Source: an optimization exercise on an open RTL-to-GDS flow (aim: small area). Production flows keep margins and buffers that such runs may drop. RTL that was checked went through simulation tests only; none was proved equivalent to the original. No functional check of the RTL was part of run 2. Power figures rest on the tool's default switching activity, not on a simulated workload.

==> design/flow/design.v <==
package layer_pkg;
   typedef logic signed [16-1:0] data_t;
   typedef logic [$clog2(8)-1:0] vec_addr_t;
   typedef logic [$clog2(16)-1:0] out_idx_t;
endpackage
package layer_coef_pkg;
   localparam int WEIGHT_ENTRIES = 4 * 8 * (16 / 4);
   localparam int BIAS_ENTRIES   = 4 * (16 / 4);
   localparam logic [WEIGHT_ENTRIES*16-1:0] weight_table = {
      {
         -16'sd38,  16'sd33,  16'sd109, 16'sd24,  -16'sd3,   -16'sd45,  -16'sd19,  16'sd48,
         16'sd103,  16'sd18,  16'sd82,  -16'sd28, 16'sd101,  -16'sd64,  -16'sd108, 16'sd3,
         -16'sd18,  16'sd107, 16'sd2,   -16'sd45, -16'sd85,  16'sd22,   16'sd86,   16'sd32,
         -16'sd1,   -16'sd105, 16'sd81, 16'sd42,  16'sd45,   16'sd39,   -16'sd54,  16'sd63
      },
      {
         16'sd29,   -16'sd75, -16'sd24, 16'sd89,  -16'sd12,  -16'sd72,  16'sd114,  -16'sd15,
         -16'sd11,  -16'sd4,  -16'sd36, 16'sd105, 16'sd53,   -16'sd50,  -16'sd37,  16'sd72,
         -16'sd110, -16'sd77, 16'sd9,   16'sd71,  16'sd1,    16'sd100,  16'sd15,   -16'sd72,
         16'sd90,   16'sd84,  16'sd7,   -16'sd36, 16'sd56,   -16'sd106, 16'sd20,   16'sd22
      },
      {
         -16'sd109, -16'sd24, 16'sd30,  16'sd68,  -16'sd123, -16'sd41,  16'sd119,  16'sd31,
         16'sd54,   16'sd121, 16'sd12,  16'sd60,  -16'sd48,  16'sd3,    -16'sd37,  16'sd78,
         16'sd93,   -16'sd101, 16'sd116, -16'sd83, 16'sd31,  -16'sd49,  16'sd124,  16'sd29,
         -16'sd78,  16'sd8,   16'sd67,  16'sd81,  16'sd87,   16'sd63,   -16'sd18,  -16'sd105
      },
      {
         -16'sd2,   -16'sd5,  16'sd22,  -16'sd23, 16'sd96,   -16'sd58,  16'sd36,   -16'sd70,
         16'sd126,  16'sd113, -16'sd73, 16'sd94,  -16'sd73,  16'sd92,   -16'sd104, -16'sd98,
         -16'sd64,  -16'sd77, -16'sd4,  -16'sd9,  -16'sd113, 16'sd20,   16'sd21,   -16'sd3,
         16'sd115,  16'sd106, 16'sd14,  -16'sd126, -16'sd1,  -16'sd93,  16'sd0,    16'sd126
      }
   };
   localparam logic [BIAS_ENTRIES*16-1:0] bias_table = {
      {-16'sd70, 16'sd120, 16'sd71,  -16'sd60},
      {-16'sd47, 16'sd115, -16'sd83, 16'sd67},
      {16'sd41,  16'sd38,  -16'sd81, -16'sd106},
      {16'sd103, 16'sd83,  16'sd0,   -16'sd10}
   };
endpackage
module layer_sequencer (
   input  logic                 clk,
   input  logic                 reset,
   input  logic                 s_valid,
   input  logic                 m_ready,
   output logic                 s_ready,
   output logic                 m_valid,
   output logic                 vec_wr_en,    
   output layer_pkg::vec_addr_t pos,          
   output logic                 run,          
   output logic                 en,           
   output layer_pkg::out_idx_t  out_idx,      
   output logic [5:0]           entry_next,   
   output logic                 x_bypass      
);
   layer_pkg::vec_addr_t load_cnt;    
   logic vec_pending;    
   logic done;           
   logic fire;
   logic can_start;
   logic start;
   logic last_start;     
   logic gap;            
   assign m_valid = done;
   assign fire    = done & m_ready;
   assign can_start  = (pos[1:0] == 2'd0) && (pos[2] != out_idx[0]) && !run && (!done || fire);
   assign start      = can_start && (out_idx != '0 || vec_pending || vec_wr_en);
   assign last_start = can_start && out_idx == 4'd15;
   assign en         = start | run;
   assign s_ready   = (pos == load_cnt) && (load_cnt != '0 || !vec_pending || last_start);
   assign vec_wr_en = s_ready & s_valid;
   assign gap       = (pos == load_cnt) && (load_cnt != '0) && !s_valid;
   layer_pkg::vec_addr_t load_cnt_d;
   assign load_cnt_d = reset ? '0 : load_cnt + vec_wr_en;
   layer_pkg::vec_addr_t pos_d;
   layer_pkg::out_idx_t  out_idx_d;
   logic                 finish;         
   assign finish     = run && pos[1:0] == 2'd3 && !(gap && out_idx == '0);
   assign pos_d      = reset ? '0 : pos + 1'b1;
   assign out_idx_d  = reset ? '0 : out_idx + finish;
   assign entry_next = {out_idx_d, pos_d[1:0]};
   always_ff @(posedge clk) begin
      pos      <= pos_d;
      out_idx  <= out_idx_d;
      load_cnt <= load_cnt_d;
      x_bypass <= (pos_d == load_cnt_d) && out_idx_d == '0;
   end
   always_ff @(posedge clk) begin
      if (reset) begin
         vec_pending <= 1'b0;
         run         <= 1'b0;
         done        <= 1'b0;
      end else begin
         if (vec_wr_en && load_cnt == 3'd7)
            vec_pending <= 1'b1;
         else if (start && out_idx == 4'd15)
            vec_pending <= 1'b0;
         if (start)
            run <= 1'b1;
         else if (run && (pos[1:0] == 2'd3 || (gap && out_idx == '0)))
            run <= 1'b0;
         if (finish)
            done <= 1'b1;
         else if (fire)
            done <= 1'b0;
      end
   end
endmodule
module mac_lane (
   input  logic                 clk,
   input  logic                 run,        
   input  logic                 en,         
   input  layer_pkg::out_idx_t  out_idx,
   input  layer_pkg::vec_addr_t pos,
   input  logic [5:0]           entry_next,    
   input  layer_pkg::data_t     x_a,
   input  layer_pkg::data_t     x_b,
   output layer_pkg::data_t     acc,
   output logic [16-1:0] acc_cy    
);
   localparam int ENTRIES = 16 * 4;
   localparam int BW = 16;    
   function automatic logic [15:0] negsum(input logic [7:0] w);
      logic [8:0] wx;
      wx     = {w, 1'b0};
      negsum = '0;
      for (int k = 0; k < 4; k++)
         if (wx[2*k+2] && !(wx[2*k+1] && wx[2*k]))
            negsum = negsum + (16'd1 << (2 * k));
   endfunction
   function automatic logic [15:0] row_negsum(input int j);
      int e;
      row_negsum = '0;
      for (int c = 0; c < 8; c++) begin
         e = (j % 4) * 8 * (16 / 4) + (j / 4) * 8 + c;
         row_negsum = row_negsum
                      + negsum(layer_coef_pkg::weight_table[(layer_coef_pkg::WEIGHT_ENTRIES - 1 - e) * 16 +: 8]);
      end
   endfunction
   logic [4*ENTRIES-1:0] a_one, a_two, a_neg, b_one, b_two, b_neg;
   logic [16*BW-1:0] b_rom;
   logic [ENTRIES*8-1:0]        wa_rom, wb_rom;
   genvar i;
   generate
      for (i = 0; i < ENTRIES; i++) begin : g_w
         localparam int J  = i / 4;
         localparam int CA = (1 - J % 2) * 4 + i % 4;
         localparam int CB = (J % 2) * 4 + i % 4;
         localparam int EA = (J % 4) * 8 * (16 / 4)
                             + (J / 4) * 8 + CA;
         localparam int EB = (J % 4) * 8 * (16 / 4)
                             + (J / 4) * 8 + CB;
         localparam logic [8:0] WA = {layer_coef_pkg::weight_table[(layer_coef_pkg::WEIGHT_ENTRIES - 1 - EA) * 16 +: 8], 1'b0};
         localparam logic [8:0] WB = {layer_coef_pkg::weight_table[(layer_coef_pkg::WEIGHT_ENTRIES - 1 - EB) * 16 +: 8], 1'b0};
         assign wa_rom[i*8 +: 8] = WA[8:1];
         assign wb_rom[i*8 +: 8] = WB[8:1];
         for (genvar k = 0; k < 4; k++) begin : g_k
            assign a_one[k*ENTRIES + i] = WA[2*k+1] ^ WA[2*k];
            assign a_two[k*ENTRIES + i] = (WA[2*k+2] & ~WA[2*k+1] & ~WA[2*k]) | (~WA[2*k+2] & WA[2*k+1] & WA[2*k]);
            assign a_neg[k*ENTRIES + i] = WA[2*k+2] & ~(WA[2*k+1] & WA[2*k]);
            assign b_one[k*ENTRIES + i] = WB[2*k+1] ^ WB[2*k];
            assign b_two[k*ENTRIES + i] = (WB[2*k+2] & ~WB[2*k+1] & ~WB[2*k]) | (~WB[2*k+2] & WB[2*k+1] & WB[2*k]);
            assign b_neg[k*ENTRIES + i] = WB[2*k+2] & ~(WB[2*k+1] & WB[2*k]);
         end
      end
      for (i = 0; i < 16; i++) begin : g_b
         localparam int E = (i % 4) * (16 / 4) + i / 4;
         localparam logic [7:0] B8 =
            layer_coef_pkg::bias_table[(layer_coef_pkg::BIAS_ENTRIES - 1 - E) * 16 +: 8];
         assign b_rom[i*16 +: 16] = {{8{B8[7]}}, B8} + row_negsum(i);
      end
   endgenerate
   logic [5:0]  entry;
   logic [15:0] bias;
   logic [15:0] addend;
   logic [3:0]  neg_a, one_a, two_a, neg_b, one_b, two_b;
   assign entry  = {out_idx, pos[1:0]};
   assign bias   = b_rom[out_idx*16 +: 16];
   assign addend = run ? acc : bias;
   logic [7:0] wa_q, wb_q;
   always_ff @(posedge clk) begin
      wa_q <= wa_rom[entry_next*8 +: 8];
      wb_q <= wb_rom[entry_next*8 +: 8];
   end
   logic [8:0] wxa, wxb;
   assign wxa = {wa_q, 1'b0};
   assign wxb = {wb_q, 1'b0};
   generate
      for (i = 0; i < 4; i++) begin : g_digit
         assign one_a[i] = wxa[2*i+1] ^ wxa[2*i];
         assign two_a[i] = (wxa[2*i+2] & ~wxa[2*i+1] & ~wxa[2*i]) | (~wxa[2*i+2] & wxa[2*i+1] & wxa[2*i]);
         assign neg_a[i] = wxa[2*i+2] & ~(wxa[2*i+1] & wxa[2*i]);
         assign one_b[i] = wxb[2*i+1] ^ wxb[2*i];
         assign two_b[i] = (wxb[2*i+2] & ~wxb[2*i+1] & ~wxb[2*i]) | (~wxb[2*i+2] & wxb[2*i+1] & wxb[2*i]);
         assign neg_b[i] = wxb[2*i+2] & ~(wxb[2*i+1] & wxb[2*i]);
      end
   endgenerate
   logic [15:0] pp_a0;
   assign pp_a0[0] = ((one_a[0] & x_a[0])) ^ neg_a[0];
   assign pp_a0[1] = ((one_a[0] & x_a[1]) | (two_a[0] & x_a[0])) ^ neg_a[0];
   assign pp_a0[2] = ((one_a[0] & x_a[2]) | (two_a[0] & x_a[1])) ^ neg_a[0];
   assign pp_a0[3] = ((one_a[0] & x_a[3]) | (two_a[0] & x_a[2])) ^ neg_a[0];
   assign pp_a0[4] = ((one_a[0] & x_a[4]) | (two_a[0] & x_a[3])) ^ neg_a[0];
   assign pp_a0[5] = ((one_a[0] & x_a[5]) | (two_a[0] & x_a[4])) ^ neg_a[0];
   assign pp_a0[6] = ((one_a[0] & x_a[6]) | (two_a[0] & x_a[5])) ^ neg_a[0];
   assign pp_a0[7] = ((one_a[0] & x_a[7]) | (two_a[0] & x_a[6])) ^ neg_a[0];
   assign pp_a0[8] = ((one_a[0] & x_a[8]) | (two_a[0] & x_a[7])) ^ neg_a[0];
   assign pp_a0[9] = ((one_a[0] & x_a[9]) | (two_a[0] & x_a[8])) ^ neg_a[0];
   assign pp_a0[10] = ((one_a[0] & x_a[10]) | (two_a[0] & x_a[9])) ^ neg_a[0];
   assign pp_a0[11] = ((one_a[0] & x_a[11]) | (two_a[0] & x_a[10])) ^ neg_a[0];
   assign pp_a0[12] = ((one_a[0] & x_a[12]) | (two_a[0] & x_a[11])) ^ neg_a[0];
   assign pp_a0[13] = ((one_a[0] & x_a[13]) | (two_a[0] & x_a[12])) ^ neg_a[0];
   assign pp_a0[14] = ((one_a[0] & x_a[14]) | (two_a[0] & x_a[13])) ^ neg_a[0];
   assign pp_a0[15] = ((one_a[0] & x_a[15]) | (two_a[0] & x_a[14])) ^ neg_a[0];
   logic [15:2] pp_a1;
   assign pp_a1[2] = ((one_a[1] & x_a[0])) ^ neg_a[1];
   assign pp_a1[3] = ((one_a[1] & x_a[1]) | (two_a[1] & x_a[0])) ^ neg_a[1];
   assign pp_a1[4] = ((one_a[1] & x_a[2]) | (two_a[1] & x_a[1])) ^ neg_a[1];
   assign pp_a1[5] = ((one_a[1] & x_a[3]) | (two_a[1] & x_a[2])) ^ neg_a[1];
   assign pp_a1[6] = ((one_a[1] & x_a[4]) | (two_a[1] & x_a[3])) ^ neg_a[1];
   assign pp_a1[7] = ((one_a[1] & x_a[5]) | (two_a[1] & x_a[4])) ^ neg_a[1];
   assign pp_a1[8] = ((one_a[1] & x_a[6]) | (two_a[1] & x_a[5])) ^ neg_a[1];
   assign pp_a1[9] = ((one_a[1] & x_a[7]) | (two_a[1] & x_a[6])) ^ neg_a[1];
   assign pp_a1[10] = ((one_a[1] & x_a[8]) | (two_a[1] & x_a[7])) ^ neg_a[1];
   assign pp_a1[11] = ((one_a[1] & x_a[9]) | (two_a[1] & x_a[8])) ^ neg_a[1];
   assign pp_a1[12] = ((one_a[1] & x_a[10]) | (two_a[1] & x_a[9])) ^ neg_a[1];
   assign pp_a1[13] = ((one_a[1] & x_a[11]) | (two_a[1] & x_a[10])) ^ neg_a[1];
   assign pp_a1[14] = ((one_a[1] & x_a[12]) | (two_a[1] & x_a[11])) ^ neg_a[1];
   assign pp_a1[15] = ((one_a[1] & x_a[13]) | (two_a[1] & x_a[12])) ^ neg_a[1];
   logic [15:4] pp_a2;
   assign pp_a2[4] = ((one_a[2] & x_a[0])) ^ neg_a[2];
   assign pp_a2[5] = ((one_a[2] & x_a[1]) | (two_a[2] & x_a[0])) ^ neg_a[2];
   assign pp_a2[6] = ((one_a[2] & x_a[2]) | (two_a[2] & x_a[1])) ^ neg_a[2];
   assign pp_a2[7] = ((one_a[2] & x_a[3]) | (two_a[2] & x_a[2])) ^ neg_a[2];
   assign pp_a2[8] = ((one_a[2] & x_a[4]) | (two_a[2] & x_a[3])) ^ neg_a[2];
   assign pp_a2[9] = ((one_a[2] & x_a[5]) | (two_a[2] & x_a[4])) ^ neg_a[2];
   assign pp_a2[10] = ((one_a[2] & x_a[6]) | (two_a[2] & x_a[5])) ^ neg_a[2];
   assign pp_a2[11] = ((one_a[2] & x_a[7]) | (two_a[2] & x_a[6])) ^ neg_a[2];
   assign pp_a2[12] = ((one_a[2] & x_a[8]) | (two_a[2] & x_a[7])) ^ neg_a[2];
   assign pp_a2[13] = ((one_a[2] & x_a[9]) | (two_a[2] & x_a[8])) ^ neg_a[2];
   assign pp_a2[14] = ((one_a[2] & x_a[10]) | (two_a[2] & x_a[9])) ^ neg_a[2];
   assign pp_a2[15] = ((one_a[2] & x_a[11]) | (two_a[2] & x_a[10])) ^ neg_a[2];
   logic [15:6] pp_a3;
   assign pp_a3[6] = ((one_a[3] & x_a[0])) ^ neg_a[3];
   assign pp_a3[7] = ((one_a[3] & x_a[1]) | (two_a[3] & x_a[0])) ^ neg_a[3];
   assign pp_a3[8] = ((one_a[3] & x_a[2]) | (two_a[3] & x_a[1])) ^ neg_a[3];
   assign pp_a3[9] = ((one_a[3] & x_a[3]) | (two_a[3] & x_a[2])) ^ neg_a[3];
   assign pp_a3[10] = ((one_a[3] & x_a[4]) | (two_a[3] & x_a[3])) ^ neg_a[3];
   assign pp_a3[11] = ((one_a[3] & x_a[5]) | (two_a[3] & x_a[4])) ^ neg_a[3];
   assign pp_a3[12] = ((one_a[3] & x_a[6]) | (two_a[3] & x_a[5])) ^ neg_a[3];
   assign pp_a3[13] = ((one_a[3] & x_a[7]) | (two_a[3] & x_a[6])) ^ neg_a[3];
   assign pp_a3[14] = ((one_a[3] & x_a[8]) | (two_a[3] & x_a[7])) ^ neg_a[3];
   assign pp_a3[15] = ((one_a[3] & x_a[9]) | (two_a[3] & x_a[8])) ^ neg_a[3];
   logic [15:0] pp_b0;
   assign pp_b0[0] = ((one_b[0] & x_b[0])) ^ neg_b[0];
   assign pp_b0[1] = ((one_b[0] & x_b[1]) | (two_b[0] & x_b[0])) ^ neg_b[0];
   assign pp_b0[2] = ((one_b[0] & x_b[2]) | (two_b[0] & x_b[1])) ^ neg_b[0];
   assign pp_b0[3] = ((one_b[0] & x_b[3]) | (two_b[0] & x_b[2])) ^ neg_b[0];
   assign pp_b0[4] = ((one_b[0] & x_b[4]) | (two_b[0] & x_b[3])) ^ neg_b[0];
   assign pp_b0[5] = ((one_b[0] & x_b[5]) | (two_b[0] & x_b[4])) ^ neg_b[0];
   assign pp_b0[6] = ((one_b[0] & x_b[6]) | (two_b[0] & x_b[5])) ^ neg_b[0];
   assign pp_b0[7] = ((one_b[0] & x_b[7]) | (two_b[0] & x_b[6])) ^ neg_b[0];
   assign pp_b0[8] = ((one_b[0] & x_b[8]) | (two_b[0] & x_b[7])) ^ neg_b[0];
   assign pp_b0[9] = ((one_b[0] & x_b[9]) | (two_b[0] & x_b[8])) ^ neg_b[0];
   assign pp_b0[10] = ((one_b[0] & x_b[10]) | (two_b[0] & x_b[9])) ^ neg_b[0];
   assign pp_b0[11] = ((one_b[0] & x_b[11]) | (two_b[0] & x_b[10])) ^ neg_b[0];
   assign pp_b0[12] = ((one_b[0] & x_b[12]) | (two_b[0] & x_b[11])) ^ neg_b[0];
   assign pp_b0[13] = ((one_b[0] & x_b[13]) | (two_b[0] & x_b[12])) ^ neg_b[0];
   assign pp_b0[14] = ((one_b[0] & x_b[14]) | (two_b[0] & x_b[13])) ^ neg_b[0];
   assign pp_b0[15] = ((one_b[0] & x_b[15]) | (two_b[0] & x_b[14])) ^ neg_b[0];
   logic [15:2] pp_b1;
   assign pp_b1[2] = ((one_b[1] & x_b[0])) ^ neg_b[1];
   assign pp_b1[3] = ((one_b[1] & x_b[1]) | (two_b[1] & x_b[0])) ^ neg_b[1];
   assign pp_b1[4] = ((one_b[1] & x_b[2]) | (two_b[1] & x_b[1])) ^ neg_b[1];
   assign pp_b1[5] = ((one_b[1] & x_b[3]) | (two_b[1] & x_b[2])) ^ neg_b[1];
   assign pp_b1[6] = ((one_b[1] & x_b[4]) | (two_b[1] & x_b[3])) ^ neg_b[1];
   assign pp_b1[7] = ((one_b[1] & x_b[5]) | (two_b[1] & x_b[4])) ^ neg_b[1];
   assign pp_b1[8] = ((one_b[1] & x_b[6]) | (two_b[1] & x_b[5])) ^ neg_b[1];
   assign pp_b1[9] = ((one_b[1] & x_b[7]) | (two_b[1] & x_b[6])) ^ neg_b[1];
   assign pp_b1[10] = ((one_b[1] & x_b[8]) | (two_b[1] & x_b[7])) ^ neg_b[1];
   assign pp_b1[11] = ((one_b[1] & x_b[9]) | (two_b[1] & x_b[8])) ^ neg_b[1];
   assign pp_b1[12] = ((one_b[1] & x_b[10]) | (two_b[1] & x_b[9])) ^ neg_b[1];
   assign pp_b1[13] = ((one_b[1] & x_b[11]) | (two_b[1] & x_b[10])) ^ neg_b[1];
   assign pp_b1[14] = ((one_b[1] & x_b[12]) | (two_b[1] & x_b[11])) ^ neg_b[1];
   assign pp_b1[15] = ((one_b[1] & x_b[13]) | (two_b[1] & x_b[12])) ^ neg_b[1];
   logic [15:4] pp_b2;
   assign pp_b2[4] = ((one_b[2] & x_b[0])) ^ neg_b[2];
   assign pp_b2[5] = ((one_b[2] & x_b[1]) | (two_b[2] & x_b[0])) ^ neg_b[2];
   assign pp_b2[6] = ((one_b[2] & x_b[2]) | (two_b[2] & x_b[1])) ^ neg_b[2];
   assign pp_b2[7] = ((one_b[2] & x_b[3]) | (two_b[2] & x_b[2])) ^ neg_b[2];
   assign pp_b2[8] = ((one_b[2] & x_b[4]) | (two_b[2] & x_b[3])) ^ neg_b[2];
   assign pp_b2[9] = ((one_b[2] & x_b[5]) | (two_b[2] & x_b[4])) ^ neg_b[2];
   assign pp_b2[10] = ((one_b[2] & x_b[6]) | (two_b[2] & x_b[5])) ^ neg_b[2];
   assign pp_b2[11] = ((one_b[2] & x_b[7]) | (two_b[2] & x_b[6])) ^ neg_b[2];
   assign pp_b2[12] = ((one_b[2] & x_b[8]) | (two_b[2] & x_b[7])) ^ neg_b[2];
   assign pp_b2[13] = ((one_b[2] & x_b[9]) | (two_b[2] & x_b[8])) ^ neg_b[2];
   assign pp_b2[14] = ((one_b[2] & x_b[10]) | (two_b[2] & x_b[9])) ^ neg_b[2];
   assign pp_b2[15] = ((one_b[2] & x_b[11]) | (two_b[2] & x_b[10])) ^ neg_b[2];
   logic [15:6] pp_b3;
   assign pp_b3[6] = ((one_b[3] & x_b[0])) ^ neg_b[3];
   assign pp_b3[7] = ((one_b[3] & x_b[1]) | (two_b[3] & x_b[0])) ^ neg_b[3];
   assign pp_b3[8] = ((one_b[3] & x_b[2]) | (two_b[3] & x_b[1])) ^ neg_b[3];
   assign pp_b3[9] = ((one_b[3] & x_b[3]) | (two_b[3] & x_b[2])) ^ neg_b[3];
   assign pp_b3[10] = ((one_b[3] & x_b[4]) | (two_b[3] & x_b[3])) ^ neg_b[3];
   assign pp_b3[11] = ((one_b[3] & x_b[5]) | (two_b[3] & x_b[4])) ^ neg_b[3];
   assign pp_b3[12] = ((one_b[3] & x_b[6]) | (two_b[3] & x_b[5])) ^ neg_b[3];
   assign pp_b3[13] = ((one_b[3] & x_b[7]) | (two_b[3] & x_b[6])) ^ neg_b[3];
   assign pp_b3[14] = ((one_b[3] & x_b[8]) | (two_b[3] & x_b[7])) ^ neg_b[3];
   assign pp_b3[15] = ((one_b[3] & x_b[9]) | (two_b[3] & x_b[8])) ^ neg_b[3];
   logic s1, c2, s3, c4, s5, c6, s7, c8, s9, c10, s11, c12, s13, c14, s15, c16;
   logic s17, c18, s19, c20, s21, c22, s23, c24, s25, c26, s27, c28, s29, c30, s31, c32;
   logic s33, c34, s35, c36, s37, c38, s39, c40, s41, c42, s43, c44, s45, c46, s47, c48;
   logic s49, c50, s51, c52, s53, c54, s55, c56, s57, s58, s59, s60, c61, s62, c63, s64;
   logic c65, s66, c67, s68, c69, s70, c71, s72, c73, s74, c75, s76, c77, s78, c79, s80;
   logic c81, s82, c83, s84, c85, s86, c87, s88, c89, s90, c91, s92, c93, s94, c95, s96;
   logic c97, s98, c99, s100, c101, s102, c103, s104, c105, s106, c107, s108, s109, s110, c111, s112;
   logic c113, s114, c115, s116, c117, s118, c119, s120, c121, s122, c123, s124, c125, s126, c127, s128;
   logic c129, s130, c131, s132, c133, s134, c135, s136, s137, c138, s139, c140, s141, c142, s143, c144;
   logic s145, c146, s147, c148, s149, c150, s151, c152, s153, c154, s155, c156, s157, c158, s159, c160;
   logic s161, c162, s163, c164, s165, c166, s167;
   assign s1 = addend[4] ^ pp_b0[4];
   assign c2 = addend[4] & pp_b0[4];
   assign s3 = addend[5] ^ pp_b0[5] ^ pp_b1[5];
   assign c4 = (addend[5] & pp_b0[5]) | (addend[5] & pp_b1[5]) | (pp_b0[5] & pp_b1[5]);
   assign s5 = addend[6] ^ pp_b0[6] ^ pp_b1[6];
   assign c6 = (addend[6] & pp_b0[6]) | (addend[6] & pp_b1[6]) | (pp_b0[6] & pp_b1[6]);
   assign s7 = pp_b2[6] ^ pp_b3[6] ^ pp_a0[6];
   assign c8 = (pp_b2[6] & pp_b3[6]) | (pp_b2[6] & pp_a0[6]) | (pp_b3[6] & pp_a0[6]);
   assign s9 = addend[7] ^ pp_b0[7] ^ pp_b1[7];
   assign c10 = (addend[7] & pp_b0[7]) | (addend[7] & pp_b1[7]) | (pp_b0[7] & pp_b1[7]);
   assign s11 = pp_b2[7] ^ pp_b3[7] ^ pp_a0[7];
   assign c12 = (pp_b2[7] & pp_b3[7]) | (pp_b2[7] & pp_a0[7]) | (pp_b3[7] & pp_a0[7]);
   assign s13 = pp_a1[7] ^ pp_a2[7];
   assign c14 = pp_a1[7] & pp_a2[7];
   assign s15 = addend[8] ^ pp_b0[8] ^ pp_b1[8];
   assign c16 = (addend[8] & pp_b0[8]) | (addend[8] & pp_b1[8]) | (pp_b0[8] & pp_b1[8]);
   assign s17 = pp_b2[8] ^ pp_b3[8] ^ pp_a0[8];
   assign c18 = (pp_b2[8] & pp_b3[8]) | (pp_b2[8] & pp_a0[8]) | (pp_b3[8] & pp_a0[8]);
   assign s19 = pp_a1[8] ^ pp_a2[8] ^ pp_a3[8];
   assign c20 = (pp_a1[8] & pp_a2[8]) | (pp_a1[8] & pp_a3[8]) | (pp_a2[8] & pp_a3[8]);
   assign s21 = addend[9] ^ pp_b0[9] ^ pp_b1[9];
   assign c22 = (addend[9] & pp_b0[9]) | (addend[9] & pp_b1[9]) | (pp_b0[9] & pp_b1[9]);
   assign s23 = pp_b2[9] ^ pp_b3[9] ^ pp_a0[9];
   assign c24 = (pp_b2[9] & pp_b3[9]) | (pp_b2[9] & pp_a0[9]) | (pp_b3[9] & pp_a0[9]);
   assign s25 = pp_a1[9] ^ pp_a2[9] ^ pp_a3[9];
   assign c26 = (pp_a1[9] & pp_a2[9]) | (pp_a1[9] & pp_a3[9]) | (pp_a2[9] & pp_a3[9]);
   assign s27 = addend[10] ^ pp_b0[10] ^ pp_b1[10];
   assign c28 = (addend[10] & pp_b0[10]) | (addend[10] & pp_b1[10]) | (pp_b0[10] & pp_b1[10]);
   assign s29 = pp_b2[10] ^ pp_b3[10] ^ pp_a0[10];
   assign c30 = (pp_b2[10] & pp_b3[10]) | (pp_b2[10] & pp_a0[10]) | (pp_b3[10] & pp_a0[10]);
   assign s31 = pp_a1[10] ^ pp_a2[10] ^ pp_a3[10];
   assign c32 = (pp_a1[10] & pp_a2[10]) | (pp_a1[10] & pp_a3[10]) | (pp_a2[10] & pp_a3[10]);
   assign s33 = addend[11] ^ pp_b0[11] ^ pp_b1[11];
   assign c34 = (addend[11] & pp_b0[11]) | (addend[11] & pp_b1[11]) | (pp_b0[11] & pp_b1[11]);
   assign s35 = pp_b2[11] ^ pp_b3[11] ^ pp_a0[11];
   assign c36 = (pp_b2[11] & pp_b3[11]) | (pp_b2[11] & pp_a0[11]) | (pp_b3[11] & pp_a0[11]);
   assign s37 = pp_a1[11] ^ pp_a2[11] ^ pp_a3[11];
   assign c38 = (pp_a1[11] & pp_a2[11]) | (pp_a1[11] & pp_a3[11]) | (pp_a2[11] & pp_a3[11]);
   assign s39 = addend[12] ^ pp_b0[12] ^ pp_b1[12];
   assign c40 = (addend[12] & pp_b0[12]) | (addend[12] & pp_b1[12]) | (pp_b0[12] & pp_b1[12]);
   assign s41 = pp_b2[12] ^ pp_b3[12] ^ pp_a0[12];
   assign c42 = (pp_b2[12] & pp_b3[12]) | (pp_b2[12] & pp_a0[12]) | (pp_b3[12] & pp_a0[12]);
   assign s43 = pp_a1[12] ^ pp_a2[12] ^ pp_a3[12];
   assign c44 = (pp_a1[12] & pp_a2[12]) | (pp_a1[12] & pp_a3[12]) | (pp_a2[12] & pp_a3[12]);
   assign s45 = addend[13] ^ pp_b0[13] ^ pp_b1[13];
   assign c46 = (addend[13] & pp_b0[13]) | (addend[13] & pp_b1[13]) | (pp_b0[13] & pp_b1[13]);
   assign s47 = pp_b2[13] ^ pp_b3[13] ^ pp_a0[13];
   assign c48 = (pp_b2[13] & pp_b3[13]) | (pp_b2[13] & pp_a0[13]) | (pp_b3[13] & pp_a0[13]);
   assign s49 = pp_a1[13] ^ pp_a2[13] ^ pp_a3[13];
   assign c50 = (pp_a1[13] & pp_a2[13]) | (pp_a1[13] & pp_a3[13]) | (pp_a2[13] & pp_a3[13]);
   assign s51 = addend[14] ^ pp_b0[14] ^ pp_b1[14];
   assign c52 = (addend[14] & pp_b0[14]) | (addend[14] & pp_b1[14]) | (pp_b0[14] & pp_b1[14]);
   assign s53 = pp_b2[14] ^ pp_b3[14] ^ pp_a0[14];
   assign c54 = (pp_b2[14] & pp_b3[14]) | (pp_b2[14] & pp_a0[14]) | (pp_b3[14] & pp_a0[14]);
   assign s55 = pp_a1[14] ^ pp_a2[14] ^ pp_a3[14];
   assign c56 = (pp_a1[14] & pp_a2[14]) | (pp_a1[14] & pp_a3[14]) | (pp_a2[14] & pp_a3[14]);
   assign s57 = addend[15] ^ pp_b0[15] ^ pp_b1[15];
   assign s58 = pp_b2[15] ^ pp_b3[15] ^ pp_a0[15];
   assign s59 = pp_a1[15] ^ pp_a2[15] ^ pp_a3[15];
   assign s60 = addend[2] ^ pp_b0[2];
   assign c61 = addend[2] & pp_b0[2];
   assign s62 = addend[3] ^ pp_b0[3] ^ pp_b1[3];
   assign c63 = (addend[3] & pp_b0[3]) | (addend[3] & pp_b1[3]) | (pp_b0[3] & pp_b1[3]);
   assign s64 = pp_b1[4] ^ pp_b2[4] ^ s1;
   assign c65 = (pp_b1[4] & pp_b2[4]) | (pp_b1[4] & s1) | (pp_b2[4] & s1);
   assign s66 = pp_a0[4] ^ pp_a1[4];
   assign c67 = pp_a0[4] & pp_a1[4];
   assign s68 = pp_b2[5] ^ c2 ^ s3;
   assign c69 = (pp_b2[5] & c2) | (pp_b2[5] & s3) | (c2 & s3);
   assign s70 = pp_a0[5] ^ pp_a1[5] ^ pp_a2[5];
   assign c71 = (pp_a0[5] & pp_a1[5]) | (pp_a0[5] & pp_a2[5]) | (pp_a1[5] & pp_a2[5]);
   assign s72 = c4 ^ s5 ^ pp_a1[6];
   assign c73 = (c4 & s5) | (c4 & pp_a1[6]) | (s5 & pp_a1[6]);
   assign s74 = pp_a2[6] ^ pp_a3[6] ^ s7;
   assign c75 = (pp_a2[6] & pp_a3[6]) | (pp_a2[6] & s7) | (pp_a3[6] & s7);
   assign s76 = c6 ^ s9 ^ pp_a3[7];
   assign c77 = (c6 & s9) | (c6 & pp_a3[7]) | (s9 & pp_a3[7]);
   assign s78 = s13 ^ c8 ^ s11;
   assign c79 = (s13 & c8) | (s13 & s11) | (c8 & s11);
   assign s80 = c10 ^ s15 ^ c14;
   assign c81 = (c10 & s15) | (c10 & c14) | (s15 & c14);
   assign s82 = c12 ^ s17 ^ s19;
   assign c83 = (c12 & s17) | (c12 & s19) | (s17 & s19);
   assign s84 = c16 ^ s21 ^ c18;
   assign c85 = (c16 & s21) | (c16 & c18) | (s21 & c18);
   assign s86 = c20 ^ s23 ^ s25;
   assign c87 = (c20 & s23) | (c20 & s25) | (s23 & s25);
   assign s88 = c22 ^ s27 ^ c24;
   assign c89 = (c22 & s27) | (c22 & c24) | (s27 & c24);
   assign s90 = c26 ^ s29 ^ s31;
   assign c91 = (c26 & s29) | (c26 & s31) | (s29 & s31);
   assign s92 = c28 ^ s33 ^ c30;
   assign c93 = (c28 & s33) | (c28 & c30) | (s33 & c30);
   assign s94 = c32 ^ s35 ^ s37;
   assign c95 = (c32 & s35) | (c32 & s37) | (s35 & s37);
   assign s96 = c34 ^ s39 ^ c36;
   assign c97 = (c34 & s39) | (c34 & c36) | (s39 & c36);
   assign s98 = c38 ^ s41 ^ s43;
   assign c99 = (c38 & s41) | (c38 & s43) | (s41 & s43);
   assign s100 = c40 ^ s45 ^ c42;
   assign c101 = (c40 & s45) | (c40 & c42) | (s45 & c42);
   assign s102 = c44 ^ s47 ^ s49;
   assign c103 = (c44 & s47) | (c44 & s49) | (s47 & s49);
   assign s104 = c46 ^ s51 ^ c48;
   assign c105 = (c46 & s51) | (c46 & c48) | (s51 & c48);
   assign s106 = c50 ^ s53 ^ s55;
   assign c107 = (c50 & s53) | (c50 & s55) | (s53 & s55);
   assign s108 = c52 ^ s57 ^ c54;
   assign s109 = c56 ^ s58 ^ s59;
   assign s110 = pp_b1[2] ^ s60;
   assign c111 = pp_b1[2] & s60;
   assign s112 = c61 ^ s62 ^ pp_a0[3];
   assign c113 = (c61 & s62) | (c61 & pp_a0[3]) | (s62 & pp_a0[3]);
   assign s114 = c63 ^ s64 ^ pp_a2[4];
   assign c115 = (c63 & s64) | (c63 & pp_a2[4]) | (s64 & pp_a2[4]);
   assign s116 = c65 ^ s68 ^ c67;
   assign c117 = (c65 & s68) | (c65 & c67) | (s68 & c67);
   assign s118 = c69 ^ c71 ^ s72;
   assign c119 = (c69 & c71) | (c69 & s72) | (c71 & s72);
   assign s120 = c73 ^ s76 ^ c75;
   assign c121 = (c73 & s76) | (c73 & c75) | (s76 & c75);
   assign s122 = c77 ^ s80 ^ c79;
   assign c123 = (c77 & s80) | (c77 & c79) | (s80 & c79);
   assign s124 = c81 ^ s84 ^ c83;
   assign c125 = (c81 & s84) | (c81 & c83) | (s84 & c83);
   assign s126 = c85 ^ s88 ^ c87;
   assign c127 = (c85 & s88) | (c85 & c87) | (s88 & c87);
   assign s128 = c89 ^ s92 ^ c91;
   assign c129 = (c89 & s92) | (c89 & c91) | (s92 & c91);
   assign s130 = c93 ^ s96 ^ c95;
   assign c131 = (c93 & s96) | (c93 & c95) | (s96 & c95);
   assign s132 = c97 ^ s100 ^ c99;
   assign c133 = (c97 & s100) | (c97 & c99) | (s100 & c99);
   assign s134 = c101 ^ s104 ^ c103;
   assign c135 = (c101 & s104) | (c101 & c103) | (s104 & c103);
   assign s136 = c105 ^ s108 ^ c107;
   assign s137 = addend[0] ^ pp_b0[0];
   assign c138 = addend[0] & pp_b0[0];
   assign s139 = addend[1] ^ pp_b0[1] ^ pp_a0[1];
   assign c140 = (addend[1] & pp_b0[1]) | (addend[1] & pp_a0[1]) | (pp_b0[1] & pp_a0[1]);
   assign s141 = s110 ^ pp_a0[2] ^ pp_a1[2];
   assign c142 = (s110 & pp_a0[2]) | (s110 & pp_a1[2]) | (pp_a0[2] & pp_a1[2]);
   assign s143 = c111 ^ pp_a1[3] ^ s112;
   assign c144 = (c111 & pp_a1[3]) | (c111 & s112) | (pp_a1[3] & s112);
   assign s145 = s66 ^ c113 ^ s114;
   assign c146 = (s66 & c113) | (s66 & s114) | (c113 & s114);
   assign s147 = c115 ^ s70 ^ s116;
   assign c148 = (c115 & s70) | (c115 & s116) | (s70 & s116);
   assign s149 = c117 ^ s74 ^ s118;
   assign c150 = (c117 & s74) | (c117 & s118) | (s74 & s118);
   assign s151 = c119 ^ s78 ^ s120;
   assign c152 = (c119 & s78) | (c119 & s120) | (s78 & s120);
   assign s153 = s82 ^ c121 ^ s122;
   assign c154 = (s82 & c121) | (s82 & s122) | (c121 & s122);
   assign s155 = s86 ^ c123 ^ s124;
   assign c156 = (s86 & c123) | (s86 & s124) | (c123 & s124);
   assign s157 = s90 ^ c125 ^ s126;
   assign c158 = (s90 & c125) | (s90 & s126) | (c125 & s126);
   assign s159 = s94 ^ c127 ^ s128;
   assign c160 = (s94 & c127) | (s94 & s128) | (c127 & s128);
   assign s161 = s98 ^ c129 ^ s130;
   assign c162 = (s98 & c129) | (s98 & s130) | (c129 & s130);
   assign s163 = s102 ^ c131 ^ s132;
   assign c164 = (s102 & c131) | (s102 & s132) | (c131 & s132);
   assign s165 = s106 ^ c133 ^ s134;
   assign c166 = (s106 & c133) | (s106 & s134) | (c133 & s134);
   assign s167 = s109 ^ c135 ^ s136;
   logic [15:0] op_a, op_b;
   assign op_a = {s167, s165, s163, s161, s159, s157, s155, s153, s151, s149, s147, s145, s143, s141, s139, pp_a0[0]};
   assign op_b = {c166, c164, c162, c160, c158, c156, c154, c152, c150, c148, c146, c144, c142, c140, c138, s137};
   logic [15:0] cy;
   logic [15:0] sum;
   logic [15:0] cy_out;
   assign cy[0] = 1'b0;
   assign sum[0] = op_a[0] ^ op_b[0] ^ cy[0];
   assign cy[1] = (op_a[0] & op_b[0]) | (op_a[0] & cy[0]) | (op_b[0] & cy[0]);
   assign sum[1] = op_a[1] ^ op_b[1] ^ cy[1];
   assign cy[2] = (op_a[1] & op_b[1]) | (op_a[1] & cy[1]) | (op_b[1] & cy[1]);
   assign sum[2] = op_a[2] ^ op_b[2] ^ cy[2];
   assign cy[3] = (op_a[2] & op_b[2]) | (op_a[2] & cy[2]) | (op_b[2] & cy[2]);
   assign sum[3] = op_a[3] ^ op_b[3] ^ cy[3];
   assign cy[4] = (op_a[3] & op_b[3]) | (op_a[3] & cy[3]) | (op_b[3] & cy[3]);
   assign sum[4] = op_a[4] ^ op_b[4] ^ cy[4];
   assign cy[5] = (op_a[4] & op_b[4]) | (op_a[4] & cy[4]) | (op_b[4] & cy[4]);
   assign sum[5] = op_a[5] ^ op_b[5] ^ cy[5];
   assign cy_out[6] = (op_a[5] & op_b[5]) | (op_a[5] & cy[5]) | (op_b[5] & cy[5]);
   assign cy[6] = run & acc_cy[6];
   assign sum[6] = op_a[6] ^ op_b[6] ^ cy[6];
   assign cy[7] = (op_a[6] & op_b[6]) | (op_a[6] & cy[6]) | (op_b[6] & cy[6]);
   assign sum[7] = op_a[7] ^ op_b[7] ^ cy[7];
   assign cy[8] = (op_a[7] & op_b[7]) | (op_a[7] & cy[7]) | (op_b[7] & cy[7]);
   assign sum[8] = op_a[8] ^ op_b[8] ^ cy[8];
   assign cy[9] = (op_a[8] & op_b[8]) | (op_a[8] & cy[8]) | (op_b[8] & cy[8]);
   assign sum[9] = op_a[9] ^ op_b[9] ^ cy[9];
   assign cy[10] = (op_a[9] & op_b[9]) | (op_a[9] & cy[9]) | (op_b[9] & cy[9]);
   assign sum[10] = op_a[10] ^ op_b[10] ^ cy[10];
   assign cy_out[11] = (op_a[10] & op_b[10]) | (op_a[10] & cy[10]) | (op_b[10] & cy[10]);
   assign cy[11] = run & acc_cy[11];
   assign sum[11] = op_a[11] ^ op_b[11] ^ cy[11];
   assign cy[12] = (op_a[11] & op_b[11]) | (op_a[11] & cy[11]) | (op_b[11] & cy[11]);
   assign sum[12] = op_a[12] ^ op_b[12] ^ cy[12];
   assign cy[13] = (op_a[12] & op_b[12]) | (op_a[12] & cy[12]) | (op_b[12] & cy[12]);
   assign sum[13] = op_a[13] ^ op_b[13] ^ cy[13];
   assign cy_out[14] = (op_a[13] & op_b[13]) | (op_a[13] & cy[13]) | (op_b[13] & cy[13]);
   assign cy[14] = run & acc_cy[14];
   assign sum[14] = op_a[14] ^ op_b[14] ^ cy[14];
   assign cy[15] = (op_a[14] & op_b[14]) | (op_a[14] & cy[14]) | (op_b[14] & cy[14]);
   assign sum[15] = op_a[15] ^ op_b[15] ^ cy[15];
   assign cy_out[0] = 1'b0;
   assign cy_out[1] = 1'b0;
   assign cy_out[2] = 1'b0;
   assign cy_out[3] = 1'b0;
   assign cy_out[4] = 1'b0;
   assign cy_out[5] = 1'b0;
   assign cy_out[7] = 1'b0;
   assign cy_out[8] = 1'b0;
   assign cy_out[9] = 1'b0;
   assign cy_out[10] = 1'b0;
   assign cy_out[12] = 1'b0;
   assign cy_out[13] = 1'b0;
   assign cy_out[15] = 1'b0;
   logic [15:0] cy_q;    
   always_ff @(posedge clk)
      if (en) begin
         acc  <= sum;
         cy_q <= cy_out & 16'h4840;
      end
   assign acc_cy = cy_q & 16'h4840;
endmodule
module mac_array (
   input  logic                 clk,
   input  logic                 vec_wr_en,
   input  logic                 x_bypass,
   input  layer_pkg::data_t     data_in,
   input  layer_pkg::vec_addr_t pos,
   input  logic                 run,
   input  logic                 en,
   input  layer_pkg::out_idx_t  out_idx,
   input  logic [5:0]           entry_next,
   output layer_pkg::data_t     acc,
   output logic [16-1:0] acc_cy
);
   layer_pkg::data_t ring [0:8-1];
   always_ff @(posedge clk) begin
      for (int k = 0; k < 8 - 1; k++)
         ring[k] <= ring[k+1];
      ring[8-1] <= vec_wr_en ? data_in : ring[0];
   end
   mac_lane u_lane (
      .clk     (clk),
      .run     (run),
      .en      (en),
      .out_idx (out_idx),
      .pos     (pos),
      .entry_next (entry_next),
      .x_a     (x_bypass ? data_in : ring[0]),    
      .x_b     (ring[8/2]),           
      .acc     (acc),
      .acc_cy  (acc_cy)
   );
endmodule
module result_buffer (
   input  layer_pkg::data_t acc,
   input  logic [16-1:0] acc_cy,
   output layer_pkg::data_t data_out
);
   layer_pkg::data_t result;
   assign result   = acc + acc_cy;
   assign data_out = result[16-1] ? '0 : result;
endmodule
module layer_top (
   input  logic             clk,
   input  logic             reset,
   input  logic             s_valid,
   input  logic             m_ready,
   input  layer_pkg::data_t data_in,
   output logic             s_ready,
   output logic             m_valid,
   output layer_pkg::data_t data_out
);
   logic                 vec_wr_en;
   logic                 x_bypass;
   layer_pkg::vec_addr_t pos;
   logic                 run, en;
   layer_pkg::out_idx_t  out_idx;
   logic [5:0]           entry_next;
   layer_pkg::data_t     acc;
   logic [16-1:0] acc_cy;
   layer_sequencer u_sequencer (
      .clk       (clk),
      .reset     (reset),
      .s_valid   (s_valid),
      .m_ready   (m_ready),
      .s_ready   (s_ready),
      .m_valid   (m_valid),
      .vec_wr_en (vec_wr_en),
      .pos       (pos),
      .run       (run),
      .en        (en),
      .out_idx   (out_idx),
      .entry_next(entry_next),
      .x_bypass  (x_bypass)
   );
   mac_array u_mac_array (
      .clk       (clk),
      .vec_wr_en (vec_wr_en),
      .x_bypass  (x_bypass),
      .data_in   (data_in),
      .pos       (pos),
      .run       (run),
      .en        (en),
      .out_idx   (out_idx),
      .entry_next(entry_next),
      .acc       (acc),
      .acc_cy    (acc_cy)
   );
   result_buffer u_result_buffer (
      .acc      (acc),
      .acc_cy   (acc_cy),
      .data_out (data_out)
   );
endmodule
==> design/flow/flow/run.sh <==
#!/bin/bash
# The standard synthesis, then its combinational logic mapped again by
# ABC with an area-oriented script (flow/abc_resyn.script): the standard
# synthesis's registers and full-adder cells stay exactly as they are, with their
# names; full adders may work on complemented signals (flow/fa_polarity.py).
# Then the standard layout of that netlist, with extra ORFS make
# variables from flow/make_vars (one per line).
# Logs: flow_synth.log and flow_make.log (make's output), flow_fa_polarity.log,
# flow_resyn.log and flow_resyn_check.log (Yosys); each ORFS step also keeps its own log under orfs/logs.
set -euo pipefail
args=()
while IFS= read -r line; do
   [[ -z "$line" || "$line" == \#* ]] && continue
   args+=("$line")
done < flow/make_vars

bash standard.sh "${args[@]}" synth > flow_synth.log 2>&1

RES=orfs/results/$FLOW_PLATFORM/layer_top/base
LIB=$FLOW_HOME/platforms/$FLOW_PLATFORM/lib/sky130_fd_sc_hd__tt_025C_1v80.lib
YOSYS=$FLOW_HOME/../tools/install/yosys/bin/yosys
DONT_USE=$(grep -o 'sky130_fd_sc_hd__[a-z0-9_]*' $FLOW_HOME/platforms/$FLOW_PLATFORM/config.mk | sort -u | sed 's/^/-dont_use /' | tr '\n' ' ')
cp $RES/1_2_yosys.v 1_2_yosys_standard.v
# Full adders on complemented signals where that saves inverters
python3 flow/fa_polarity.py 1_2_yosys_standard.v 1_2_yosys_fapol.v > flow_fa_polarity.log 2>&1
cat > resyn.ys <<EOT
read_liberty -ignore_miss_func $LIB
read_verilog 1_2_yosys_fapol.v
hierarchy -top $FLOW_TOP
blackbox sky130_fd_sc_hd__dfxtp_1 sky130_fd_sc_hd__edfxtp_1 sky130_fd_sc_hd__fa_1 sky130_fd_sc_hd__conb_1
tee -o resyn_stat_before.txt stat -liberty $LIB
flatten
opt -purge
abc -script $PWD/flow/abc_resyn.script -liberty $LIB $DONT_USE -constr $PWD/orfs/objects/$FLOW_PLATFORM/layer_top/base/abc.constr
splitnets
opt_clean -purge
hilomap -singleton -hicell sky130_fd_sc_hd__conb_1 HI -locell sky130_fd_sc_hd__conb_1 LO
insbuf -buf sky130_fd_sc_hd__buf_4 A X
tee -o resyn_stat_after.txt stat -liberty $LIB
write_verilog -noattr -nohex -nodec 1_2_yosys_resyn.v
EOT
$YOSYS -s resyn.ys > flow_resyn.log 2>&1
# The new netlist must be fully mapped and hold the same registers
cat > resyn_check.ys <<EOT
read_liberty -lib $LIB
read_verilog 1_2_yosys_resyn.v
hierarchy -check -top $FLOW_TOP
check -assert -mapped
EOT
$YOSYS -s resyn_check.ys > flow_resyn_check.log 2>&1
regs() { grep -oE 'sky130_fd_sc_hd__e?dfxtp_[0-9]+ +\\?[^ ]+' "$1" | sort; }
if ! diff <(regs 1_2_yosys_standard.v) <(regs 1_2_yosys_resyn.v) > flow_resyn_regs.diff; then
   echo "registers differ from the standard synthesis" >&2
   exit 1
fi
cp 1_2_yosys_resyn.v $RES/1_2_yosys.v
rm -f $RES/1_synth.odb
bash standard.sh "${args[@]}" finish > flow_make.log 2>&1
==> design/flow/flow/abc_resyn.script <==
strash
dch -f
amap
topo
stime -c
==> design/flow/flow/fa_polarity.py <==
#!/usr/bin/env python3
"""Removes inverters between full-adder cells of a mapped netlist.

A full adder is self-dual: FA(~a, ~b, ~c) = (~sum, ~cout). This script picks,
for each full-adder cell, whether it works on complemented signals, so that
as few inverters as possible are needed between the adders and the logic
around them, then rewrites the netlist. The function is unchanged; no
register, port or other cell changes.

usage: fa_polarity.py in.v out.v
"""
import re, sys

src = open(sys.argv[1]).read()
m = re.search(r'^module .*?^endmodule', src, re.S | re.M)
assert m and src.count('\nmodule ') + src.startswith('module ') == 1, 'one module expected'
mod = m.group(0)

cell_re = re.compile(r'^(\s*)(sky130_fd_sc_hd__\w+)\s+(\S+)\s*\((.*?)\);\n', re.S | re.M)
pin_re = re.compile(r'\.(\w+)\(\s*(.*?)\s*\)\s*(?:,|$)', re.S)

cells = []   # [type, name, {pin: net}, span]
for cm in cell_re.finditer(mod):
    pins = dict((p, n.strip()) for p, n in pin_re.findall(cm.group(4)))
    cells.append([cm.group(2), cm.group(3), pins, cm.span()])

OUTS = {'X', 'Y', 'Q', 'Q_N', 'SUM', 'COUT', 'HI', 'LO'}
def v(net):
    # An escaped identifier ends at white space
    return net + ' ' if net.startswith('\\') else net

def is_fa(t): return re.match(r'sky130_fd_sc_hd__fa_\d+$', t) is not None
def is_inv(t): return re.match(r'sky130_fd_sc_hd__(clk)?inv_\d+$', t) is not None

driver = {}
for i, (t, n, pins, _) in enumerate(cells):
    for p, net in pins.items():
        if p in OUTS:
            driver[net] = (i, p)

# Logical source of a net: (base net, inverted?) following inverter cells
def source(net):
    inv = False
    seen = 0
    while net in driver and is_inv(cells[driver[net][0]][0]) and seen < 4:
        net = cells[driver[net][0]][2]['A']
        inv = not inv
        seen += 1
    return net, inv

fa = [i for i, c in enumerate(cells) if is_fa(c[0])]
fa_out = {}   # net -> fa index, for SUM/COUT nets
for i in fa:
    for p in ('SUM', 'COUT'):
        if p in cells[i][2]:
            fa_out[cells[i][2][p]] = i

# Every use of a signal: (cell index, pin, base net, wanted inversion)
uses = []
for i, (t, n, pins, _) in enumerate(cells):
    if is_inv(t):
        continue
    for p, net in pins.items():
        if p in OUTS:
            continue
        b, inv = source(net)
        uses.append((i, p, b, inv))
# Inverter outputs also used by ports (assign) or nothing else: keep them as uses
port_nets = set(re.findall(r'^\s*output\s+(?:\[[^\]]*\]\s*)?(\S+);', mod, re.M))

flip = {i: False for i in fa}

def cost():
    need = set()
    for (i, p, b, inv) in uses:
        pb = flip.get(fa_out.get(b), False)          # physical polarity of b
        want = inv ^ (flip[i] if i in flip else False)
        if want != pb:
            need.add(b)
    return len(need)

best = cost()
start = best
improved = True
while improved:
    improved = False
    for i in fa:
        flip[i] = not flip[i]
        c = cost()
        if c < best:
            best = c
            improved = True
        else:
            flip[i] = not flip[i]

if best >= start:
    open(sys.argv[2], 'w').write(src)
    print(f'fa_polarity: no gain ({start} inverted signals)')
    sys.exit(0)

# Rewrite: each use connects to b (physical polarity pb) or to a new inverter of b
new_cells = []
inv_of = {}
cnt = [0]
def inverted(b):
    if b not in inv_of:
        cnt[0] += 1
        w = f'fapol_n{cnt[0]}'
        inv_of[b] = w
        new_cells.append(f'  wire {w};\n  sky130_fd_sc_hd__inv_1 fapol_i{cnt[0]} (\n    .A({v(b)}),\n    .Y({w})\n  );\n')
    return inv_of[b]

newpins = {}
for (i, p, b, inv) in uses:
    pb = flip.get(fa_out.get(b), False)
    want = inv ^ (flip[i] if i in flip else False)
    newpins[(i, p)] = b if want == pb else inverted(b)

# Output ports driven through an assign or directly by a flipped adder are not
# expected: refuse rather than change a port's value
for net in fa_out:
    base = net.split('[')[0]
    if flip[fa_out[net]] and (base in port_nets or net in port_nets):
        sys.exit('fa_polarity: a flipped adder drives a port')

def drives_port(net):
    return net in port_nets or net.split('[')[0].strip() in port_nets

out = []
pos = 0
used_inv_outputs = set()
for (i, p, b, inv) in uses:
    pass
for i, (t, n, pins, span) in enumerate(cells):
    out.append(mod[pos:span[0]])
    pos = span[1]
    if is_inv(t) and not drives_port(pins['Y']):
        continue   # dropped; the needed inverters are made again below
    if is_inv(t):
        out.append(mod[span[0]:span[1]])
        continue
    body = ',\n'.join(f'    .{p}({v(newpins.get((i, p), net))})' for p, net in pins.items())
    out.append(f'  {t} {n} (\n{body}\n  );\n')
out.append(mod[pos:])
text = ''.join(out)
text = text.replace('\nendmodule', '\n' + ''.join(new_cells) + 'endmodule', 1)
text = src[:m.start()] + text + src[m.end():]
open(sys.argv[2], 'w').write(text)
print(f'fa_polarity: {start} -> {best} inverted signals, {sum(flip.values())} of {len(fa)} adders flipped')
==> design/flow/flow/make_vars <==
BUFFER_PORTS_ARGS=-buffer_cell sky130_fd_sc_hd__buf_1
GPL_KEEP_OVERFLOW=0
PLACE_DENSITY=0.8
CTS_ARGS=-sink_clustering_enable -repair_clock_nets -buf_list sky130_fd_sc_hd__clkbuf_8 -dont_use_dummy_load
==> design/flow/standard.sh <==
#!/bin/bash
# synth_recipe.tcl (not shown) runs the flow's synth.tcl, then flattens the netlist and writes it again
# the make line also repeats each setting of config.mk as NAME=value (left out here)
make -C /OpenROAD-flow-scripts/flow DESIGN_CONFIG=/design/flow/config.mk WORK_HOME=/design/flow/orfs CLKGATE_MAP_FILE= SYNTH_SCRIPT=/design/flow/synth_recipe.tcl "${@:-finish}"
==> design/flow/config.mk <==
export PLATFORM = sky130hd
export DESIGN_NAME = layer_top
export DESIGN_NICKNAME = layer_top
export VERILOG_FILES = /design/flow/design.v
export SDC_FILE = /design/flow/constraint.sdc
export NUM_CORES = 4
export LEC_CHECK = 0
export CAP_MARGIN = 20
export CORE_MARGIN = 2
export CORE_UTILIZATION = 40
export SLEW_MARGIN = 20
==> design/flow/constraint.sdc <==
create_clock -name core_clock -period 7.0 [get_ports {clk}]
set_input_delay 1.4000 -clock core_clock [delete_from_list [all_inputs] [get_ports {clk}]]
set_output_delay 1.4000 -clock core_clock [all_outputs]
set_load 0.01 [all_outputs]
==> impl_metrics.env, run 1 <==
export IMPL_core_area_sq_um=25000
export IMPL_synth_avg_cell_area_sq_um=8.54
export IMPL_cp_end_kind="register"
export IMPL_p_int_w=0.00317
export IMPL_relSlewSlack_pct=22.0
export IMPL_final_area_sq_um=10900
export IMPL_wire_per_inst_um=19.4
export IMPL_pwr_share_comb_pct=59.8
export IMPL_max_freq_ghz=0.150
export IMPL_hold_viol_final=0
export IMPL_status="finished clean"
export IMPL_antenna_found_initial=1
export IMPL_drt_iter0_drc=1278
export IMPL_cts_sinks=177
export IMPL_r2r_start="u_mac_array.u_lane.wb_q[1]"
export IMPL_start_util_pct=40.4
export IMPL_grt_max_degree=40
export IMPL_grt_setup_unrepaired="no"
export IMPL_clock_latency_ns=0.48
export IMPL_dpl_hpwl_mm=23.5
export IMPL_min_period_ns=6.67
export IMPL_leakage_nw=3.84
export IMPL_cts_buffers=17
export IMPL_setup_viol=0
export IMPL_vias=9333
export IMPL_worstSetupPathType="register to register"
export IMPL_fillers=2464
export IMPL_cts_hold_fix_buffers=0
export IMPL_maxCapViolCount=0
export IMPL_ios=38
export IMPL_syn_nets=1289
export IMPL_slew_violations=0
export IMPL_dp_cells=1549
export IMPL_grt_overflow_total=0
export IMPL_die_height_um=163
export IMPL_avgViaCountPerCell=5.96
export IMPL_stdcell_count=1566
export IMPL_gp_congestion=0.987
export IMPL_postSynthCellCount=1181
export IMPL_crit_fanout=22
export IMPL_grt_pass1_vias=8756
export IMPL_grtUsageTotal_pct=23.8
export IMPL_diodes=0
export IMPL_ant_nets=0
export IMPL_die_w_um=163
export IMPL_rows=58
export IMPL_area_delta_synth_final_pct=8.30
export IMPL_p_switching_w=0.00232
export IMPL_nNetsFinal=1346
export IMPL_critPathLaunch="u_mac_array.u_lane.wb_q[1]"
export IMPL_layout_drive_gt1_share_pct=2.35
export IMPL_hold_slack_ns=0.300
export IMPL_cp_required_ns=7.18
export IMPL_clock_power_share_pct=9.6
export IMPL_final_setup_skew_ns=0.0453
export IMPL_min_from="u_mac_array.ring[1][1]"
export IMPL_ctsLongestPathBuffers=2
export IMPL_swShare_pct=42.2
export IMPL_dpl_cell_area_sq_um=10700
export IMPL_irDropWorstVdd_v=0.000317
export IMPL_grt_pass1_wl_mm=48.7
export IMPL_post_route_period_util_pct=95.3
export IMPL_ys_warn_count=5
export IMPL_netlist_area_sq_um=10100
export IMPL_clkSlewWorstSetupHoldPaths_ns=0.10
export IMPL_cts_root_buf="clkbuf_8"
export IMPL_p_seq_share_pct=30.6
export IMPL_cts_tree="done"
export IMPL_fp_dieArea_sq_um=26500
export IMPL_crit_path_start_kind="register"
export IMPL_fin_setup_tns_ns=0
export IMPL_final_util_pct=43.8
export IMPL_power_density_nw_per_um2=503
export IMPL_h_tree_depth=4
export IMPL_first_pass_iters=6
export IMPL_drt_wl_total_mm=30.4
export IMPL_hp_class="register to register"
export IMPL_worst_ep_arrival_time_ns=6.85
export IMPL_portBuffers=36
export IMPL_drc_errors=0
export IMPL_tightest_slew_ns=1.14
-- final cells by class --
cell class | instances | area, sq um | area share, %
Inverter | 117 | 447 | 4.09
Timing Repair Buffer | 39 | 159 | 1.45
Clock buffer | 17 | 234 | 2.14
Multi-Input combinational cell | 886 | 5940 | 54.3
Tap cell | 330 | 413 | 3.78
Sequential cell | 177 | 3730 | 34.2
-- per-layer routing --
layer | vias up | track usage (%) | part of all wire, %
li1 | 4320 | - | -
met1 | 4445 | 35.0 | 45
met2 | 512 | 33.9 | 41
met3 | 56 | 6.47 | 11
met4 | 0 | 7.08 | 2.2
met5 | - | 0 | 0
-- metrics by stage --
step | setup slack (ns) | power, W
floorplan | 1.05 | 0.00413
CTS | 0.0418 | 0.00550
detailed placement | 0.0589 | 0.00497
global route | 0.0319 | 0.00611
global placement | -1.59 | 0.00475
finish | 0.330 | 0.00550
-- worst max-delay path: stages, from the launching register on --
cell	delay [ns]
dfxtp_1	0.60
nand2_1	0.22
clkinv_1	0.12
nor2_2	0.53
clkinv_1	0.55
o21ai_0	0.35
fa_1	0.47
fa_1	0.47
fa_1	0.43
fa_1	0.55
fa_1	0.47
fa_1	0.40
fa_1	0.39
fa_1	0.39
fa_1	0.43
-- registers in the layout, summed over array words and instances (netlist names) --
name and cells:
u_mac_array.u_lane.wb_q 8, u_mac_array.u_lane.cy_q 3, u_sequencer.vec_pending 1, u_sequencer.load_cnt 3, u_mac_array.u_lane.wa_q 8, u_sequencer.x_bypass 1
u_sequencer.done 1, u_sequencer.pos 3, u_sequencer.run 1, u_mac_array.ring 128, u_sequencer.out_idx 4, u_mac_array.u_lane.acc 16
-- placed cells by master (no fill, tap or decap), drive strengths merged, types with 3 or more instances in the layout --
cell,count
a221oi,8
o31ai,3
clkinv,115
o2111ai,3
nor2b,10
a211oi,10
dfxtp,158
a22oi,10
o21ai,116
a32oi,3
buf,38
fa,88
a21oi,63
o32ai,17
nor2,205
a31oi,10
o221ai,14
o22ai,100
o32a,12
and2,3
nand2,133
nand3,11
nor3,25
o22a,19
edfxtp,19
clkbuf,18
-- timing repair --
action / 4_1_cts / 5_1_grt
endpoints found under the setup margin: 0 / 4
setup buffers: 0 / 0
gates resized for setup: 0 / 4
-- power by group through the flow --
stage          clock network (W)  logic, W  registers (W)
2_1_floorplan                  0   0.00249        0.00165
3_3_place_gp                   0   0.00306        0.00169
3_5_place_dp                   0   0.00327        0.00170
4_1_cts                 0.000537   0.00328        0.00168
5_1_grt                 0.000576   0.00383        0.00170
6_report                0.000530   0.00329        0.00168
-- worst paths after layout --
check,to,slack (ns),cells after the start
worst min-delay path,u_mac_array.ring[0][1],0.30,0
worst min register to register,u_mac_array.ring[0][1],0.30,0
worst max-delay path,u_mac_array.u_lane.acc[10],0.33,14
worst max register to register,u_mac_array.u_lane.acc[10],0.33,14
==> inputs of run 2 (changes only) <==
--- a/design/flow/design.v
+++ b/design/flow/design.v
@@ -522,8 +522,7 @@
    assign sum[12] = op_a[12] ^ op_b[12] ^ cy[12];
    assign cy[13] = (op_a[12] & op_b[12]) | (op_a[12] & cy[12]) | (op_b[12] & cy[12]);
    assign sum[13] = op_a[13] ^ op_b[13] ^ cy[13];
-   assign cy_out[14] = (op_a[13] & op_b[13]) | (op_a[13] & cy[13]) | (op_b[13] & cy[13]);
-   assign cy[14] = run & acc_cy[14];
+   assign cy[14] = (op_a[13] & op_b[13]) | (op_a[13] & cy[13]) | (op_b[13] & cy[13]);
    assign sum[14] = op_a[14] ^ op_b[14] ^ cy[14];
    assign cy[15] = (op_a[14] & op_b[14]) | (op_a[14] & cy[14]) | (op_b[14] & cy[14]);
    assign sum[15] = op_a[15] ^ op_b[15] ^ cy[15];
@@ -539,14 +538,15 @@
    assign cy_out[10] = 1'b0;
    assign cy_out[12] = 1'b0;
    assign cy_out[13] = 1'b0;
+   assign cy_out[14] = 1'b0;
    assign cy_out[15] = 1'b0;
    logic [15:0] cy_q;    
    always_ff @(posedge clk)
       if (en) begin
          acc  <= sum;
-         cy_q <= cy_out & 16'h4840;
+         cy_q <= cy_out & 16'h0840;
       end
-   assign acc_cy = cy_q & 16'h4840;
+   assign acc_cy = cy_q & 16'h0840;
 endmodule
 module mac_array (
    input  logic                 clk,
==> design/flow/flow/abc_resyn.script (replaced) <==
strash
&get -n
&deepsyn -I 1 -J 5
&put
dch -f
amap
topo
stime -c
==> run 2 against run 1 <==
Compared with the run above:
- global-route usage rose by 0.27 points
- highest routed layer unchanged
- critical path type unchanged
- critical path depth is 1 higher
- setup slack improved by 0.046 ns
- still clean on timing, DRC and antenna
==> impl_metrics.env, run 2 <==
export IMPL_status="finished clean"
export IMPL_grt_max_degree=28
export IMPL_die_height_um=161
export IMPL_grtUsageTotal_pct=24.0
export IMPL_worst_ep_arrival_time_ns=6.91
export IMPL_portBuffers=36
export IMPL_vias=9110
export IMPL_post_route_period_util_pct=94.6
export IMPL_cp_required_ns=7.29
export IMPL_setup_ws_ns=0.375
export IMPL_cts_resized=8
export IMPL_clock_latency_ns=0.46
export IMPL_relSlewSlack_pct=20.0
export IMPL_irDropWorstVdd_v=0.000704
export IMPL_diodes=0
export IMPL_leakage_nw=3.76
export IMPL_tightest_slew_ns=1.20
export IMPL_ant_nets=0
export IMPL_final_cell_mix="182 x nor2_1, 155 x dfxtp_1, 119 x clkinv_1"
export IMPL_wire_per_inst_um=20.5
export IMPL_start_util_pct=40.6
export IMPL_hp_class="register to register"
export IMPL_max_freq_ghz=0.151
export IMPL_ios=38
export IMPL_maxCapViolCount=0
export IMPL_drc_errors=0
export IMPL_largest_register_ffs=128
export IMPL_hold_viol_final=0
export IMPL_cts_tree="done"
export IMPL_grt_overflow_total=0
export IMPL_post_cts_setup_buffers=0
export IMPL_stdcell_count=1521
export IMPL_grt_setup_unrepaired="yes"
export IMPL_drt_iter0_drc=1338
export IMPL_syn_nets=1251
export IMPL_fillers=2341
export IMPL_cts_buffers=17
export IMPL_cts_hold_fix_buffers=0
export IMPL_pre_cts_ws_ns=-0.823
export IMPL_first_pass_iters=9
export IMPL_avgViaCountPerCell=5.99
export IMPL_fin_setup_tns_ns=0
export IMPL_largest_register="u_mac_array.ring"
export IMPL_final_setup_skew_ns=0.0335
export IMPL_seq_area_sq_um=3710
export IMPL_cts_sinks=176
export IMPL_synth_avg_cell_area_sq_um=8.65
export IMPL_area_delta_synth_final_pct=9.35
export IMPL_ys_warn_count=5
export IMPL_cts_root_buf="clkbuf_8"
export IMPL_gp_congestion=1.02
export IMPL_final_util_pct=44.5
export IMPL_multi_input_area_sq_um=5800
export IMPL_core_area_sq_um=24300
export IMPL_die_w_um=161
export IMPL_drt_wl_total_mm=31.2
export IMPL_power_density_nw_per_um2=539
export IMPL_layout_commonest_cell="nor2_1"
export IMPL_antenna_found_initial=0
export IMPL_rows=57
export IMPL_slew_violations=0
export IMPL_setup_viol=0
export IMPL_nNetsFinal=1307
export IMPL_dp_cells=1504
export IMPL_grt_pass1_wl_mm=47.7
export IMPL_clkSlewWorstSetupHoldPaths_ns=0.10
export IMPL_netlist_area_sq_um=9890
export IMPL_worstSetupPathType="register to register"
export IMPL_min_period_ns=6.62
export IMPL_fp_dieArea_sq_um=26000
export IMPL_power_w=0.00582
export IMPL_cp_end_kind="register"
export IMPL_grt_pass1_vias=8413
export IMPL_reg_top3="u_mac_array.ring (128), u_mac_array.u_lane.acc (16)"
export IMPL_postSynthCellCount=1143
export IMPL_dpl_hpwl_mm=23.3
export IMPL_layout_drive_gt1_share_pct=4.76
export IMPL_crit_path_start_kind="register"
export IMPL_h_tree_depth=4
export IMPL_crit_fanout=15
export IMPL_ctsLongestPathBuffers=2
[run 2: where the power goes]
part           switching, W  internal, W
Clock              0.000313     0.000215
Sequential         0.000123      0.00156
Combinational       0.00206      0.00155
Total               0.00250      0.00332
[run 2: metrics by stage]
step | area (sq um) | hold slack (ns)
floorplan | 9890 | 0.310
global placement | 10400 | 0.310
detailed placement | 10500 | 0.312
CTS | 10700 | 0.305
global route | 10800 | 0.306
finish | 10800 | 0.303
[run 2: path summary, 6_finish.rpt]
path                           startpoint  depth (start not counted)  slack (ns)                         end
setup / recovery       u_sequencer.pos[0]                         15        0.38  u_mac_array.u_lane.wa_q[6]
hold / removal    u_mac_array.ring[1][11]                          0        0.30     u_mac_array.ring[0][11]
setup reg to reg       u_sequencer.pos[0]                         15        0.38  u_mac_array.u_lane.wa_q[6]
hold reg to reg   u_mac_array.ring[1][11]                          0        0.30     u_mac_array.ring[0][11]
[run 2: area by class of cell]
class                   count  area share (%)
multi-input cells         837            53.6
flip-flops and latches    176            34.3
inverters                 129            4.65
well taps                 324            3.75
clock buffers              17            2.16
repair buffers             38            1.50
[run 2: critical path, cell delays in order (launching register included)]
cell        delay, ns
dfxtp_1          0.73
clkinvlp_4       0.48
nor2_1           0.53
clkinv_1         0.33
nor2_1           0.33
clkinv_1         0.17
o22ai_2          0.52
clkinv_2         0.41
nor2_1           0.47
nor2_1           0.29
nor2_4           0.35
clkinvlp_4       0.38
nor3_1           0.75
nor2_1           0.08
o311ai_0         0.43
o41ai_1          0.20
[run 2: layer usage]
layer	share of wire (%)	global-route usage, %	routed length (um)	vias to the layer above
met5	0	0	0	-
met4	4.2	10.8	1300	0
met3	11	5.86	3410	97
met2	43	35.4	13400	594
met1	42	33.5	13100	4251
li1	-	-	-	4168

-- static timing again, ports no longer ideal --
In the flow no input, the clock included, has a driving cell. The finished layouts below were timed again as built, in two steps. Step 1 (the two cells are an assumption about what drives the block):
set clk [get_ports {clk}]
set_driving_cell -lib_cell sky130_fd_sc_hd__clkbuf_16 $clk
set_driving_cell -lib_cell sky130_fd_sc_hd__buf_2 [delete_from_list [all_inputs] $clk]
Step 2 times the ports against the registers' clock, not the clock port: input delays grow and output delays shrink by t, the midpoint of the rising clock arrivals with the driver on. Three values: no drivers, after step 1, after step 2; two values: the first two.
| run | shift t [ns] | slack for setup (ns) | hold slack, ns | worst slew at a driven data input, ns |
|---|---|---|---|---|
| run 1 | 0.493 | 0.330 / 0.330 / 0.330 | 0.300 / 0.300 / 0.300 | 0.03 |
| run 2 | 0.486 | 0.375 / 0.375 / -0.022 | 0.303 / 0.303 / 0.303 | 0.04 |
Met with ideal ports but missed after step 2: setup timing in run 2. For run 2, which loses most, drivers alone change the setup slack by 0.000 ns; drivers and shift together by -0.397 ns.
